This design comes from an exercise in tuning for small area, a short achievable clock period and few clock cycles per item on the open sky130 flow, not from production work. RTL that was checked went through simulation tests only; none was proved equivalent to the original.

red:
==> flow/design.v <==
`default_nettype none
package sprw_pkg;
    typedef logic [8-1:0]             byte_t;
    typedef logic [16-1:0]             lane_t;
    typedef logic [32-1:0]             word_t;
    typedef logic [4*16-1:0] lanes_t;
    typedef enum logic [3:0] {
        LANE_PASS = 4'd0,
        LANE_ADD  = 4'd1,
        LANE_SUB  = 4'd2,
        LANE_MOVE = 4'd3,
        LANE_MAX  = 4'd4,
        LANE_MIN  = 4'd5,
        LANE_AND  = 4'd6,
        LANE_OR   = 4'd7,
        LANE_XOR  = 4'd8,
        LANE_NAND = 4'd9,
        LANE_NOR  = 4'd10,
        LANE_XNOR = 4'd11
    } lane_fn_t;
    typedef enum logic [2:0] {
        RED_NONE = 3'd0,
        RED_SUM  = 3'd1,
        RED_MAX  = 3'd2,
        RED_MIN  = 3'd3,
        RED_XOR  = 3'd4
    } red_fn_t;
endpackage
`default_nettype wire
`timescale 1ns/1ps
`default_nettype none
module sprw_top (
    input  logic        clk,
    input  logic        rstn,
    input  logic        in_valid,
    input  logic [31:0] ra,
    input  logic [31:0] rb,
    input  logic [4:0]  op1,
    input  logic [2:0]  op2,
    output logic        out_valid,
    output logic [31:0] result
);
    function automatic logic [11:0] pfx_add(input logic [11:0] x, input logic [11:0] y, input logic ci);
        logic [11:0] p, g, pp, gg;
        p  = x ^ y;
        g  = x & y;
        gg = g;
        gg[0] = g[0] | (p[0] & ci);
        pp = p;
        for (int d = 1; d < 12; d = d * 2)
            for (int i = 11; i >= d; i--) begin
                gg[i] = gg[i] | (pp[i] & gg[i-d]);
                pp[i] = pp[i] & pp[i-d];
            end
        pfx_add[0] = p[0] ^ ci;
        for (int i = 1; i < 12; i++)
            pfx_add[i] = p[i] ^ gg[i-1];
    endfunction
    function automatic logic pfx_gt(input logic [9:0] x, input logic [9:0] y);
        logic [9:0] pp, gg;
        pp = x | ~y;
        gg = x & ~y;
        for (int d = 1; d < 10; d = d * 2)
            for (int i = 9; i >= d; i--) begin
                gg[i] = gg[i] | (pp[i] & gg[i-d]);
                pp[i] = pp[i] & pp[i-d];
            end
        pfx_gt = gg[9];
    endfunction
    logic lg, f_add, f_sub, f_max, f_mn, f_move, f_arith_d, f_mm_d, f_min_d, sub_m_d, sign_d, sat_d;
    logic [3:0] t_d;
    assign lg      = op1[4] & op1[3];
    assign f_add   = ~lg & (op1[2:0] == 3'b001);
    assign f_sub   = ~lg & (op1[2:0] == 3'b010);
    assign f_max   = ~lg & (op1[2:0] == 3'b101);
    assign f_mn    = ~lg & (op1[2:0] == 3'b110);
    assign f_move  = ~lg & (op1[2:0] == 3'b011);
    assign f_arith_d = f_add | f_sub;
    assign f_mm_d  = f_max | f_mn;
    assign f_min_d = f_mn;
    assign sub_m_d = f_sub | f_mm_d;
    assign sign_d  = lg ? 1'b0 :
                     (f_arith_d | f_mm_d) ? ~op1[4] :
                     (~op2[2] & (op2 != 3'b000));
    assign sat_d   = ~lg & op1[3];
    always_comb begin
        if (lg) begin
            case (op1[2:0])
                3'b111:  t_d = 4'b1000;    
                3'b000:  t_d = 4'b1110;    
                3'b001:  t_d = 4'b0110;    
                3'b010:  t_d = 4'b0111;    
                3'b011:  t_d = 4'b0001;    
                3'b100:  t_d = 4'b1001;    
                default: t_d = 4'b1100;    
            endcase
        end else if (f_move)
            t_d = 4'b1010;                 
        else
            t_d = 4'b1100;                 
    end
    logic [31:0] pa, pb;
    logic        p_valid, f_arith, f_mm, f_min, sub_m, sign, sat;
    logic [3:0]  t;
    logic [2:0]  p_op2;
    always_ff @(posedge clk) begin
        p_valid <= rstn & in_valid;
        pa      <= ra;
        pb      <= rb;
        f_arith <= f_arith_d;
        f_mm    <= f_mm_d;
        f_min   <= f_min_d;
        sub_m   <= sub_m_d;
        sign    <= sign_d;
        sat     <= sat_d;
        t       <= t_d;
        p_op2   <= op2;
    end
    logic [9:0] l [4];
    always_comb begin
        for (int i = 0; i < 4; i++) begin
            logic [7:0] a, b, y;
            logic [9:0] ea, eb, r;
            logic [3:0] tl;
            logic       ov, c7, clo;
            a  = pa[8*i +: 8];
            b  = pb[8*i +: 8];
            ea = {{2{sign & a[7]}}, a};
            eb = {{2{sign & b[7]}}, b};
            r  = 10'(pfx_add({2'b00, ea}, {2'b00, eb ^ {10{sub_m}}}, sub_m));
            if (f_mm)
                tl = (r[9] ^ f_min) ? 4'b1010 : 4'b1100;
            else
                tl = t;
            for (int j = 0; j < 8; j++)
                y[j] = tl[{a[j], b[j]}];
            if (sign) begin
                ov  = (r[9] != r[8]) | (r[8] != r[7]);
                c7  = r[9];
                clo = ~r[9];
            end else begin
                ov  = r[9] | r[8];
                c7  = ~r[9];
                clo = ~r[9];
            end
            if (f_arith) begin
                if (sat & ov)
                    l[i] = {{2{sign & c7}}, c7, {7{clo}}};
                else
                    l[i] = r;
            end else
                l[i] = {{2{sign & y[7]}}, y};
        end
    end
    logic [9:0] q [4];
    logic       q_valid, q_sat;
    logic [2:0] q_op2;
    always_ff @(posedge clk) begin
        q_valid <= rstn & p_valid;
        q_sat   <= sat;
        q_op2   <= p_op2;
        for (int i = 0; i < 4; i++)
            q[i] <= l[i];
    end
    logic        q_rsign;
    logic [11:0] x [4];
    logic [11:0] s1, c1, s2, c2, ssum;
    logic [2:0]  ncnt;
    logic [31:0] sum_w;
    logic [7:0]  xr;
    logic [9:0]  k [4];
    logic        s01, s23;
    logic [9:0]  w01, w23;
    logic [31:0] m_nxt;
    assign q_rsign = ~q_op2[2];
    always_comb begin
        for (int i = 0; i < 4; i++)
            x[i] = {{2{q[i][9]}}, q[i]};
        s1 = x[0] ^ x[1] ^ x[2];
        c1 = {(x[0][10:0] & x[1][10:0]) | (x[0][10:0] & x[2][10:0]) | (x[1][10:0] & x[2][10:0]), 1'b0};
        s2 = s1 ^ c1 ^ x[3];
        c2 = {(s1[10:0] & c1[10:0]) | (s1[10:0] & x[3][10:0]) | (c1[10:0] & x[3][10:0]), 1'b0};
    end
    assign ssum = pfx_add(s2, c2, 1'b0);
    assign ncnt = 3'(q[0][9]) + 3'(q[1][9]) + 3'(q[2][9]) + 3'(q[3][9]);
    always_comb begin
        if (q_rsign) begin
            sum_w = {{20{ssum[11]}}, ssum};
            if (q_sat) begin
                if (~ssum[11] & (|ssum[10:7]))
                    sum_w = 32'd127;
                else if (ssum[11] & ~(&ssum[10:7]))
                    sum_w = 32'hffffff80;
            end
        end else begin
            sum_w = {13'd0, ncnt - 3'(ssum[11]), {4{ssum[11]}}, ssum};
            if (q_sat && (ncnt != 3'd0 || ssum[10:8] != 3'd0))
                sum_w = 32'd255;
        end
    end
    assign xr = q[0][7:0] ^ q[1][7:0] ^ q[2][7:0] ^ q[3][7:0];
    always_comb begin
        for (int i = 0; i < 4; i++)
            k[i] = {q[i][9] ^ q_rsign, q[i][8:0]};
    end
    assign s01 = pfx_gt(k[1], k[0]) ^ q_op2[0];
    assign s23 = pfx_gt(k[3], k[2]) ^ q_op2[0];
    assign w01 = s01 ? q[1] : q[0];
    assign w23 = s23 ? q[3] : q[2];
    always_comb begin
        case (q_op2)
            3'b001, 3'b101: m_nxt = sum_w;
            3'b010, 3'b110,
            3'b011, 3'b111: m_nxt = {12'd0, w23, w01};
            3'b100:         m_nxt = {24'd0, xr};
            default:        m_nxt = {q[3][7:0], q[2][7:0], q[1][7:0], q[0][7:0]};
        endcase
    end
    logic [31:0] m;
    logic        m_valid, m_mm, m_rsign, m_mn;
    always_ff @(posedge clk) begin
        m_valid <= rstn & q_valid;
        m       <= m_nxt;
        m_mm    <= q_op2[1];
        m_rsign <= q_rsign;
        m_mn    <= q_op2[0];
    end
    logic [9:0]  v01, v23, wf;
    logic        sf;
    logic [31:0] red;
    assign v01 = m[9:0];
    assign v23 = m[19:10];
    assign sf  = pfx_gt({v23[9] ^ m_rsign, v23[8:0]}, {v01[9] ^ m_rsign, v01[8:0]}) ^ m_mn;
    assign wf  = sf ? v23 : v01;
    assign red = m_mm ? {{16{m_rsign & wf[9]}}, {6{wf[9]}}, wf} : m;
    always_ff @(posedge clk) begin
        out_valid <= rstn & m_valid;
        result    <= red;
    end
endmodule
`default_nettype wire
clock: 6.5 ns
lec_check: 0
cap_margin: 20
core_margin: 2
core_utilization: 40
setup_slack_margin: 2.5
slew_margin: 20
standard.sh (not shown) runs the stock make flow with config.mk's settings and CLKGATE_MAP_FILE= SYNTH_SCRIPT=/design/flow/synth_recipe.tcl, a recipe that flattens the netlist after the stock synthesis.
==> flow/flow/run.sh <==
#!/bin/bash
set -euo pipefail
W=$PWD
D=$(cat $W/flow/abc_delay_ps)
cat > $W/my_synth.tcl <<EOS
proc abc {args} {
  set i [lsearch -exact \$args -script]
  if {\$i >= 0} { lset args [expr {\$i + 1}] $W/flow/abc.script }
  set j [lsearch -exact \$args -D]
  if {\$j >= 0} { lset args [expr {\$j + 1}] $D } else { lappend args -D $D }
  yosys abc {*}\$args
}
EOS
cat $W/synth_recipe.tcl >> $W/my_synth.tcl
bash $W/standard.sh SYNTH_SCRIPT=$W/my_synth.tcl finish > $W/standard.log 2>&1
==> flow/flow/abc.script <==
strash
dc2
dch -f
map {D}
topo
buffer -c
upsize -c {D}
dnsize -c {D}
==> flow/flow/abc_delay_ps <==
2500
Testbench counts of red, summed over its fixed seeds: cycles 16,024, items 16,000.
Input changes introduced in blue (baseline for comparison: red):
--- a/flow/design.v
+++ b/flow/design.v
@@ -210,31 +210,18 @@
     always_comb begin
         case (q_op2)
             3'b001, 3'b101: m_nxt = sum_w;
-            3'b010, 3'b110,
-            3'b011, 3'b111: m_nxt = {12'd0, w23, w01};
             3'b100:         m_nxt = {24'd0, xr};
             default:        m_nxt = {q[3][7:0], q[2][7:0], q[1][7:0], q[0][7:0]};
         endcase
     end
-    logic [31:0] m;
-    logic        m_valid, m_mm, m_rsign, m_mn;
-    always_ff @(posedge clk) begin
-        m_valid <= rstn & q_valid;
-        m       <= m_nxt;
-        m_mm    <= q_op2[1];
-        m_rsign <= q_rsign;
-        m_mn    <= q_op2[0];
-    end
-    logic [9:0]  v01, v23, wf;
+    logic [9:0]  wf;
     logic        sf;
     logic [31:0] red;
-    assign v01 = m[9:0];
-    assign v23 = m[19:10];
-    assign sf  = pfx_gt({v23[9] ^ m_rsign, v23[8:0]}, {v01[9] ^ m_rsign, v01[8:0]}) ^ m_mn;
-    assign wf  = sf ? v23 : v01;
-    assign red = m_mm ? {{16{m_rsign & wf[9]}}, {6{wf[9]}}, wf} : m;
+    assign sf  = pfx_gt({w23[9] ^ q_rsign, w23[8:0]}, {w01[9] ^ q_rsign, w01[8:0]}) ^ q_op2[0];
+    assign wf  = sf ? w23 : w01;
+    assign red = q_op2[1] ? {{16{q_rsign & wf[9]}}, {6{wf[9]}}, wf} : m_nxt;
     always_ff @(posedge clk) begin
-        out_valid <= rstn & m_valid;
+        out_valid <= rstn & q_valid;
         result    <= red;
     end
 endmodule
==> comparison <==
blue did not stop at any stage, and its layout met the timing, design-rule and antenna checks.
[compare] base=red new=blue: vertical die dimension decreased 14 um, post-synthesis to final-layout area growth went up by 8.3 points, final period utilization shows an increase of 9.3 points, boundary pin count comparable, global-route usage rose 1.8 points.
Sort blue and red by minimum hold slack asc -> top: blue
Row via count of the routed design: blue lower / red higher
For blue, only the layout was checked, not whether the RTL still works.

[what the ideal ports hide]
The flow's constraints put no driver on any port. The routed layouts listed below were extracted and timed again, unchanged, in two steps.
Step 1 (the two cells are an assumption about what drives the block):
set clk [get_ports {clk}]
set_driving_cell -lib_cell sky130_fd_sc_hd__clkbuf_16 $clk
set_driving_cell -lib_cell sky130_fd_sc_hd__buf_2 [delete_from_list [all_inputs] $clk]
Step 2, shift: input delay + t, output delay - t, t = (earliest + latest rising clock arrival at the registers) / 2. This alone moves slack from input paths to output paths.
Three values: ideal ports, drivers, drivers and shift; two values: the first two.
run | shift t [ns] | slack for setup (ns) | worst hold slack (ns) | worst slew at a driven data input, ns
red | 0.483 | 2.515 / 2.515 / 2.515 | 0.333 / 0.333 / 0.333 | 0.03
blue | 0.472 | 1.908 / 1.908 / 1.908 | 0.327 / 0.327 / 0.327 | 0.04
After both steps setup and hold are still met in every run listed.
